What follows belongs to an exercise in optimizing a design on an open flow for small area and a short achievable clock period; a production flow would make more cautious choices. Function was checked by simulation only, so behaviour that the tests miss may differ from the original. Power is estimated from default activity; no workload was simulated.

## flow/design.v

```verilog
module four_bank_mem #(
  parameter int unsigned BANK_AW = 6
) (
  input  logic        clk,
  input  logic        rst,
  input  logic [15:0] bus_addr,
  input  logic [15:0] bus_data_in,
  input  logic        bus_wr,
  input  logic        bus_rd,
  output logic [15:0] bus_data_out,
  output logic        bus_rd_valid,
  output logic        bus_stall,
  output logic [3:0]  bus_busy,
  output logic        bus_err
);
  localparam int unsigned NBANK = 4;
  localparam int unsigned DEPTH = 2 ** BANK_AW;
  localparam int unsigned DW    = 16;
  logic [DW-1:0]      mem [NBANK][DEPTH];
  logic [1:0]         cnt [NBANK];
  logic [NBANK-1:0]   busy_c;
  logic [1:0]         bank_c;
  logic [BANK_AW-1:0] row_c;
  logic               req_c;
  logic               acc_c;
  logic               s1_valid;
  logic [DW-1:0]      s1_data;
  logic               addr_unused_c;
  always_comb begin
    bank_c = bus_addr[2:1];
    row_c  = bus_addr[BANK_AW+2:3];
    req_c  = bus_rd ^ bus_wr;
    for (int b = 0; b < int'(NBANK); b++) begin
      busy_c[b] = (cnt[b] != 2'd0);
    end
    acc_c  = req_c & ~busy_c[bank_c];
  end
  assign addr_unused_c = ^{bus_addr[15:BANK_AW+3], bus_addr[0]};
  assign bus_busy  = busy_c;
  assign bus_stall = req_c & busy_c[bank_c];
  assign bus_err   = bus_rd & bus_wr;
  always_ff @(posedge clk or posedge rst) begin
    if (rst) begin
      for (int b = 0; b < int'(NBANK); b++) begin
        cnt[b] <= 2'd0;
      end
    end else begin
      for (int b = 0; b < int'(NBANK); b++) begin
        if (acc_c && (bank_c == 2'(b))) begin
          cnt[b] <= 2'd3;
        end else if (cnt[b] != 2'd0) begin
          cnt[b] <= cnt[b] - 2'd1;
        end
      end
    end
  end
  always_ff @(posedge clk) begin
    if (acc_c && bus_wr) begin
      mem[bank_c][row_c] <= bus_data_in;
    end
  end
  always_ff @(posedge clk or posedge rst) begin
    if (rst) begin
      s1_valid     <= 1'b0;
      s1_data      <= '0;
      bus_rd_valid <= 1'b0;
      bus_data_out <= '0;
    end else begin
      s1_valid     <= acc_c & bus_rd;
      s1_data      <= (acc_c && bus_rd) ? mem[bank_c][row_c] : '0;
      bus_rd_valid <= s1_valid;
      bus_data_out <= s1_valid ? s1_data : '0;
    end
  end
endmodule
```

## flow/run.sh

```bash
#!/bin/bash
# synth_recipe.tcl (not shown) runs the flow's synth.tcl, then flattens the netlist and writes it again
# the make line also repeats each setting of config.mk as NAME=value (left out here)
make -C /OpenROAD-flow-scripts/flow DESIGN_CONFIG=/design/flow/config.mk WORK_HOME=/design/flow/orfs CLKGATE_MAP_FILE= SYNTH_SCRIPT=/design/flow/synth_recipe.tcl finish
```

## flow/config.mk

```make
export PLATFORM = sky130hd
export DESIGN_NAME = four_bank_mem
export DESIGN_NICKNAME = four_bank_mem
export VERILOG_FILES = /design/flow/design.v
export SDC_FILE = /design/flow/constraint.sdc
export NUM_CORES = 4
export LEC_CHECK = 0
export CAP_MARGIN = 20
export CORE_MARGIN = 2
export CORE_UTILIZATION = 40
export SLEW_MARGIN = 20
```

## flow/constraint.sdc

```tcl
create_clock -name core_clock -period 4.0 [get_ports {clk}]
set_input_delay 0.8000 -clock core_clock [delete_from_list [all_inputs] [get_ports {clk}]]
set_output_delay 0.8000 -clock core_clock [all_outputs]
set_load 0.01 [all_outputs]
```

==> impl_metrics.toml, run 1 <==
[clock_network]
cts_tree = "done"
clock-sinks = 4138
hold_buffers = 0
post-cts-setup-buffers = 0
numCtsBuffers = 404
cts_max_level = 5
clk_pin_slew_worst_paths_ns = 0.07
clkLatencyLatePin_ns = 0.98
clock-root-buffer = "clkbuf_16"
cts_max_path_buffers = 4

[logic_synthesis]
synth_seq_cells = 4138
yosysTopAreaCell = "edfxtp_1"
netlist_instances = 7839
synth_top_cells_by_area = "edfxtp_1 77%, mux4_2 7.7%, mux2i_1 6.3%"
synth.distinct_cells = 49
yosys_warnings = 2
synth_top_family_by_area = "multiplexers"
synthSimpleGateAreaFrac = 0.0233
syn_area_per_cell_um2 = 20.2
synth_edf_count = 4096
synth_flop_cell = "edfxtp_1"
synthMuxAreaShare = 0.139
yosys.area_share.adder = 0.000394
synth-xor-area-share = 0
synth-compound-area-share = 0.0406
async_flop_share = 0.0101
synth.top_cell.area_share = 0.775
seq_area_frac_synth = 0.782
synth_fp_nets = 7880
syn_area_mm2 = 0.159

[layout]
drive_gt1_frac = 0.225
multiInputGateArea_mm2 = 0.0324
nets = 8724
layout-area-overhead-vs-synth_pct = 16.6
fillers = 32785
regArea_mm2 = 0.124

[timing]
max_slew_margin = 0.115
fmax_mhz = 257
timing_hold_violations_final = 0
fin_crit_sh = 0.971
rsz0062_at_grt = "false"
drv_slew = 0
fin_crit_ns = 3.89
finalSetupViolations = 0
tightest_slew_ns = 1.33
setup_ws_ns = 0.115
skew_ns = 0.0527

[route]
wl_per_cell_um = 29.7
drc_errors = 0
first_pass_iters = 5
drt_iter0_markers = 9856
ant_nets = 0
viasPerCell = 5.70
vias = 81296
totalWireLength_um = 423000

[pwr]
powerDensity_mw_per_mm2 = 482
p_total_uw = 89100
leakagePower_uw = 0.0608
vdd_drop_max_mv = 0.374

[placed_design]
dpl.hpwl_um = 258000
io_buffers = 50
place_congestion = 0.842
place_ws_ns = -0.589

[job]
drv_cap = 0

[global_routing]
grt_pass1_wl_um = 598000
grt_max_degree = 120
grt_antenna_before_repair = 28
grt_pass1_vias = 80657
grt_use_total = 0.207
grt-ovfl-total = 0

[worst_setup_path]
critPathCaptureType = "output pin"
cp_max_fo = 3
critical_path_class = "reg -> out"
crit_required_ns = 3.20
arrival_ns = 3.09
start_kind = "flop"

[die]
rows = 231
initial_core_util = 0.401
dieArea_mm2 = 0.402
die_y_um = 634
die_width_um = 634
core_region_area_mm2 = 0.395
boundaryPins = 59

[status]
status = "timing/DRC/antenna clean"

[min_path]
hold_class = "in -> async"
## sequential cells by signal, indices dropped and copies added (netlist names)
signal	flops
bus_data_out	16
mem	4096
s1_data	16
bus_rd_valid	1
cnt	8
s1_valid	1
## final timing paths
path | startpoint | slack, ns | cells past startpoint | end
hold reg to reg | cnt[3][0] | 0.49 | 1 | cnt[3][0]
hold / removal | rst | 0.28 | 2 | bus_data_out[15]
min in group core_clock | bus_data_in[0] | 0.28 | 1 | mem[205][0]
setup / recovery | cnt[1][0] | 0.11 | 6 | bus_stall
setup reg to reg | cnt[1][0] | 0.59 | 12 | s1_data[15]
max in group asynchronous | rst | 3.20 | 2 | cnt[2][1]
## cell usage after synthesis (33+ instances only)
| cell type | count |
|---|---|
| and3_1 | 69 |
| mux4_2 | 540 |
| a21oi_1 | 57 |
| nand3_1 | 101 |
| nand2_1 | 72 |
| nor4_1 | 63 |
| a22oi_1 | 396 |
| mux2i_1 | 992 |
| dfrtp_1 | 42 |
| o22ai_1 | 244 |
| buf_2 | 240 |
| edfxtp_1 | 4096 |
| nor2_1 | 304 |
| clkbuf_1 | 164 |
| o21ai_0 | 65 |
| a32oi_1 | 33 |
| o211ai_1 | 93 |
## per-stage QoR
stage	setup TNS [ns]	hold WS [ns]	utilization	cell area, um2	std cells
4_1_cts	0	0.228	0.468	185000	14257
3_3_place_gp	-1.98	0.460	0.436	172000	13519
2_1_floorplan	0	0.425	-	159000	7839
6_report	0	0.276	0.468	185000	14265
5_1_grt	0	0.262	0.468	185000	14260
3_5_place_dp	-2.19	0.477	0.436	172000	13519
## cells in the final DEF (no fill, tap or decap), drive strengths merged, types with 2 or more instances in the layout
cell           instances
a21oi                 57
nor3                   9
a32oi                 33
or4bb                  3
a311oi                 2
a22oi                396
o22ai                244
o211ai                93
and4                  31
a31oi                  6
nor4                  63
clkdlybuf4s50         28
o31ai                 15
nand3                101
nand2b                 5
and3                  70
dfrtp                 42
nor2b                  9
edfxtp              4096
mux2i                992
clkinvlp              11
and2                  19
buf                  883
o2111ai                2
nand2                 73
a221oi                16
diode                  8
mux4                 540
nand4b                 3
clkinv               192
o21ai                 65
or3                   17
bufinv                26
clkbuf               497
nand4                 33
nor2                 305
inv                   27
ha                     5
## area by class of cell
class	count	share of cell area
timing repair buffer	911	0.0499
clock buffer	497	0.0571
clock inverter	241	0.0115
tap	5242	0.0354
sequential	4138	0.670
inverter	15	0.000311
multi-input combinational	3213	0.175
antenna	8	0.000108
## power breakdown
part           internal (uW)  total, uW  switching, uW
Combinational           1630       4550           2920
Clock                  20500      36800          16300
Sequential             47700      47800           54.1
Total                  69900      89100          19300
## cell families (layout without fill, tap and decap cells)
kind of cell	count (synthesis)	after routing
buffers and inverters	488	1664
and+or+nand+nor	744	744
DFF	4138	4138
AOI/OAI and AO/OA	932	932
other	0	8
adders and majority gates	5	5
muxes	1532	1532
## worst max-delay path, cell delays in order (launching register included)
cell and delay [ns]:
dfrtp_1 0.38, inv_1 0.05, ha_1 0.24, mux4_2 0.50, buf_4 0.17, nor2b_4 0.19, clkdlybuf4s50_1 0.57
## routing by layer
layer	share of wire	wire length, um	track usage
met1	0.41	173000	0.285
met2	0.48	205000	0.338
met3	0.069	29200	0.0282
met4	0.037	15700	0.0735
met5	0.000095	40	0
## timing repair
action,CTS,global route
setup endpoints to repair,1,0
gates resized for setup,2,0
hold endpoints to repair,0,0
==> run 2, diff against run 1 <==
==> flow/design.v (replaced) <==
module four_bank_mem_hold (
  input  logic we,
  input  logic we_n,
  input  logic d,
  input  logic q,
  output logic nxt
);
  assign nxt = (we & d) | (we_n & q);
endmodule
module four_bank_mem_rd3 (
  input  logic [2:0] sel,
  input  logic [2:0] q,
  output logic       y_n
);
  assign y_n = ~(|(sel & q));
endmodule
module four_bank_mem #(
  parameter int unsigned BANK_AW = 6
) (
  input  logic        clk,
  input  logic        rst,
  input  logic [15:0] bus_addr,
  input  logic [15:0] bus_data_in,
  input  logic        bus_wr,
  input  logic        bus_rd,
  output logic [15:0] bus_data_out,
  output logic        bus_rd_valid,
  output logic        bus_stall,
  output logic [3:0]  bus_busy,
  output logic        bus_err
);
  localparam int unsigned NBANK = 4;
  localparam int unsigned AW    = BANK_AW + 2;
  localparam int unsigned WORDS = 2 ** AW;
  localparam int unsigned DW    = 16;
  localparam int unsigned NG    = WORDS / 3;
  logic [1:0]       cnt [NBANK];
  logic [NBANK-1:0] busy_c;
  logic [1:0]       bank_c;
  logic             req_c;
  logic             acc_c;
  always_comb begin
    bank_c = bus_addr[2:1];
    req_c  = bus_rd ^ bus_wr;
    for (int b = 0; b < int'(NBANK); b++) begin
      busy_c[b] = (cnt[b] != 2'd0);
    end
    acc_c  = req_c & ~busy_c[bank_c];
  end
  assign bus_busy  = busy_c;
  assign bus_stall = req_c & busy_c[bank_c];
  assign bus_err   = bus_rd & bus_wr;
  always_ff @(posedge clk or posedge rst) begin
    if (rst) begin
      for (int b = 0; b < int'(NBANK); b++) begin
        cnt[b] <= 2'd0;
      end
    end else begin
      for (int b = 0; b < int'(NBANK); b++) begin
        if (acc_c && (bank_c == 2'(b))) begin
          cnt[b] <= 2'd3;
        end else if (cnt[b] != 2'd0) begin
          cnt[b] <= cnt[b] - 2'd1;
        end
      end
    end
  end
  logic [AW-1:0] a_r;
  logic [DW-1:0] d_r;
  logic          w_r;
  logic          r_r;
  always_ff @(posedge clk) begin
    a_r <= bus_addr[AW:1];
    d_r <= bus_data_in;
    w_r <= acc_c & bus_wr;
  end
  always_ff @(posedge clk or posedge rst) begin
    if (rst) r_r <= 1'b0;
    else     r_r <= acc_c & bus_rd;
  end
  logic [WORDS*DW-1:0] mem_q;
  logic [WORDS*DW-1:0] mem_d;
  logic [WORDS-1:0]    wl;
  logic [WORDS-1:0]    we;
  logic [WORDS-1:0]    re;
  always_comb begin
    for (int w = 0; w < int'(WORDS); w++) begin
      wl[w] = (a_r == AW'(w));
      we[w] = wl[w] & w_r;
      re[w] = wl[w] & r_r;
    end
  end
  for (genvar w = 0; w < int'(WORDS); w++) begin : g_word
    for (genvar i = 0; i < int'(DW); i++) begin : g_bit
      four_bank_mem_hold u_hold (
        .we  (we[w]),
        .we_n(~we[w]),
        .d   (d_r[i]),
        .q   (mem_q[w*DW+i]),
        .nxt (mem_d[w*DW+i])
      );
    end
  end
  always_ff @(posedge clk) begin
    mem_q <= mem_d;
  end
  logic [DW-1:0] grp_n [NG];
  logic [DW-1:0] last_n;
  logic [DW-1:0] rdata;
  for (genvar g = 0; g < int'(NG); g++) begin : g_rd
    for (genvar i = 0; i < int'(DW); i++) begin : g_bit
      four_bank_mem_rd3 u_rd (
        .sel(re[3*g +: 3]),
        .q  ({mem_q[(3*g+2)*DW+i], mem_q[(3*g+1)*DW+i], mem_q[(3*g+0)*DW+i]}),
        .y_n(grp_n[g][i])
      );
    end
  end
  always_comb begin
    last_n = '1;
    for (int w = 3 * int'(NG); w < int'(WORDS); w++) begin
      last_n = last_n & ~({DW{re[w]}} & mem_q[w*DW +: DW]);
    end
    rdata = ~last_n;
    for (int g = 0; g < int'(NG); g++) begin
      rdata = rdata | ~grp_n[g];
    end
  end
  always_ff @(posedge clk or posedge rst) begin
    if (rst) begin
      bus_rd_valid <= 1'b0;
      bus_data_out <= '0;
    end else begin
      bus_rd_valid <= r_r;
      bus_data_out <= rdata;
    end
  end
endmodule
--- a/flow/config.mk
+++ b/flow/config.mk
@@ -9,3 +9,4 @@
 export CORE_MARGIN = 2
 export CORE_UTILIZATION = 40
 export SLEW_MARGIN = 20
+export SYNTH_HIERARCHICAL = 1
==> impl_metrics.toml, run 2 <==
[timing]
setup_ws_ns = -0.0504
max_slew_margin = 0.179
rsz0062_at_grt = "true"
timing_hold_violations_final = 0
finalSetupViolations = 3
drv_slew = 0
fin_crit_sh = 1.01
fin_tns_setup_ns = -0.0915
tightest_slew_ns = 1.23
fin_crit_ns = 4.05
hold_ws_ns = 0.246
skew_ns = 0.107
fmax_mhz = 247

[logic_synthesis]
yosys_warnings = 10
synth.distinct_cells = 36
async_flop_share = 0.00627
synth.top_cell.area_share = 0.591
synth_top_cells_by_area = "dfxtp_1 59%, a22o_1 26%, a222oi_1 9.7%"
synth_seq_cells = 4147
synth_edf_count = 0
netlist_instances = 11075
seq_area_frac_synth = 0.595
synth_flop_cell = "dfxtp_1"
synth_fp_nets = 11116
synth.most_common_cell = "dfxtp_1"
syn_area_mm2 = 0.140
yosysTopAreaCell = "dfxtp_1"
synthTopCellsByCount = "4121 x dfxtp_1, 4096 x a22o_1, 1360 x a222oi_1, 333 x nand2_1, 321 x nand4_1"
syn_area_per_cell_um2 = 12.6

[worst_setup_path]
cp_common_cell = "buf_4"
crit_cells = 11
reg2reg_depth = 11
start_kind = "flop"
path_cells = "and3b_1, nand2_1, buf_12, nor2_1, buf_4, a222oi_1, nand4_1, nor4_1, buf_4, o2111ai_1, or4_1"
critPathCaptureType = "flop"
slowest_stage = "a222oi_1"
critical_path_class = "reg -> reg"
arrival_ns = 4.86
path_buf_inv = 3
slowest_delay_ns = 0.71
cp_max_fo = 16
crit_family = "simple AND/OR/NAND/NOR gates"
crit_required_ns = 4.81

[route]
viasPerCell = 7.04
wl_per_cell_um = 32.4
ant_nets = 0
drt_iter0_markers = 24126
drc_errors = 0
totalWireLength_um = 559000
vias = 121426
first_pass_iters = 12

[global_routing]
grt_use_total = 0.297
grt_pass1_wl_um = 804000
grt_pass1_vias = 114211
grt_antenna_before_repair = 23
grt-ovfl-total = 0
grt_max_degree = 97

[pwr]
p_clk_frac = 0.468
p_switching_uw = 19200
leakagePower_uw = 0.0650
intPower_uw = 65900
swShare = 0.226
p_seq_frac = 0.503
powerDensity_mw_per_mm2 = 508
vdd_drop_max_mv = 0.387
p_comb_frac = 0.029
p_total_uw = 85100

[die]
boundaryPins = 59
die_y_um = 595
core_region_area_mm2 = 0.347
initial_core_util = 0.403
dieArea_mm2 = 0.354
rows = 216
die_width_um = 595

[layout]
largestRegisters = "mem_q (4096), bus_data_out (16), d_r (16)"
nets = 12323
mostFrequentLayoutCells = "4098 x dfxtp_1, 4096 x a22o_1, 1360 x a222oi_1"
largest_reg_flops = 4096
layout-area-overhead-vs-synth_pct = 20.0
drive_gt1_frac = 0.135
largest_register = "mem_q"
fin_cells = 17241
postLayoutCellArea_mm2 = 0.168
layout_commonest_cell = "dfxtp_1"

[placed_design]
dp_cells = 16408
dpl.hpwl_um = 348000
place_area_mm2 = 0.153
place_congestion = 0.926
io_buffers = 50

[clock_network]
hold_buffers = 0
clock-sinks = 4147
clkLatencyLatePin_ns = 1.00
cts_tree = "done"
cts_max_path_buffers = 4
cts_max_level = 5
clk_pin_slew_worst_paths_ns = 0.06
numCtsBuffers = 422
clock-root-buffer = "clkbuf_16"

[status]
so.violations = "negative setup slack"
status = "finished with violations"

[min_path]
holdPathStages = 1
hold_class = "in -> reg"

[job]
drv_cap = 0
[run 2: changes by cell type in the layout (fill, tap and decap cells not counted), moves of 244 or more]
cell	change
a22o_1	+4096
edfxtp_1	-4096
a222oi_1	+1360
mux4_2	-539
mux2i_1	-992
o22ai_1	-244
dfxtp_1	+4098
nand4_1	+289
inv_1	+257
a22oi_1	-396
nand2_1	+260
[run 2: what timing repair did]
item,CTS,global route
gates cloned,0,2
setup buffers,0,23
resized for setup,18,37
pin swaps,13,35
setup endpoints to repair,11,15
[run 2: layout make-up]
type                    count  area [um2]
fillers                 30208      179000
flip-flops and latches   4147       83200
multi-input cells        6584       55900
clock buffers             635       12500
repair buffers            858        7720
well taps                4578        5730
clock inverters           138        1480
inverters                 269        1010
diodes                     32        80.1
[run 2: worst paths after layout]
kind,startpoint,endpoint,slack (ns)
worst max-delay path,a_r[6],bus_data_out[8],-0.05
worst min-delay path,bus_data_in[4],d_r[4],0.25
worst max register to register,a_r[6],bus_data_out[8],-0.05
worst min register to register,mem_q[3004],mem_q[3004],0.47
max in group asynchronous,rst,bus_data_out[12],3.09
min in group asynchronous,rst,bus_data_out[9],0.51
[run 2: metrics by stage]
stage,setup WS [ns],utilization
after floorplan,1.11,-
after global placement,-0.652,0.440
after detailed placement,-0.702,0.441
after CTS,0.000211,0.481
after global routing,-0.00189,0.483
final,-0.0504,0.483
[run 2: power groups by stage]
stage,Combinational [uW],Clock (uW),Sequential [uW]
after floorplan,880,0,43700
after global placement,2310,0,43600
after detailed placement,2380,0,43600
after CTS,2390,40100,42700
after global routing,2530,41800,42800
final,2470,39900,42800
[run 2: Yosys stat by module, one instance, submodules excluded]
module	times used	cells inside
four_bank_mem_hold	4096	1
four_bank_mem	1	5619
four_bank_mem_rd3	1360	1
[run 2: kinds of logic (layout without fill, tap and decap cells)]
logic type,after synthesis,in the layout,synth area share
buffers and inverters,344,1900,0.00966
DFF,4147,4147,0.595
adders and majority gates,5,5,0.000448
other,0,32,0
and+or+nand+nor,1098,1098,0.0387
muxes,1,1,0.000161
AOI/OAI and AO/OA,5480,5480,0.356
[run 2: per-layer routing]
metal,vias to the layer above,GRT usage,part of all wire
met5,-,0.00108,0.00013
met4,12,0.156,0.057
met3,1245,0.0643,0.12
met2,8611,0.435,0.43
met1,60957,0.408,0.40
li1,50601,-,-

## port drivers added, routing unchanged
Ports are ideal in the flow. The routed layouts listed here were re-timed in OpenROAD. Step 1 (the two cells are an assumption about what drives the block):
set clk [get_ports {clk}]
set_driving_cell -lib_cell sky130_fd_sc_hd__clkbuf_16 $clk
set_driving_cell -lib_cell sky130_fd_sc_hd__buf_2 [delete_from_list [all_inputs] $clk]
Step 2, shift: input delay + t, output delay - t, t = (earliest + latest rising clock arrival at the registers) / 2. This alone moves slack from input paths to output paths. Slacks: ideal / step 1 / step 2; pairs: ideal / step 1.
run	t, ns	slack for setup (ns)	worst setup path at the end
run 1	1.083	0.115 / -0.003 / -0.825	input to register
run 2	1.052	-0.050 / -0.050 / -0.050	register to register
Met with ideal ports but missed after step 2: setup timing in run 1. For run 1, which loses most, drivers alone change the setup slack by -0.118 ns; drivers and shift together by -0.940 ns.
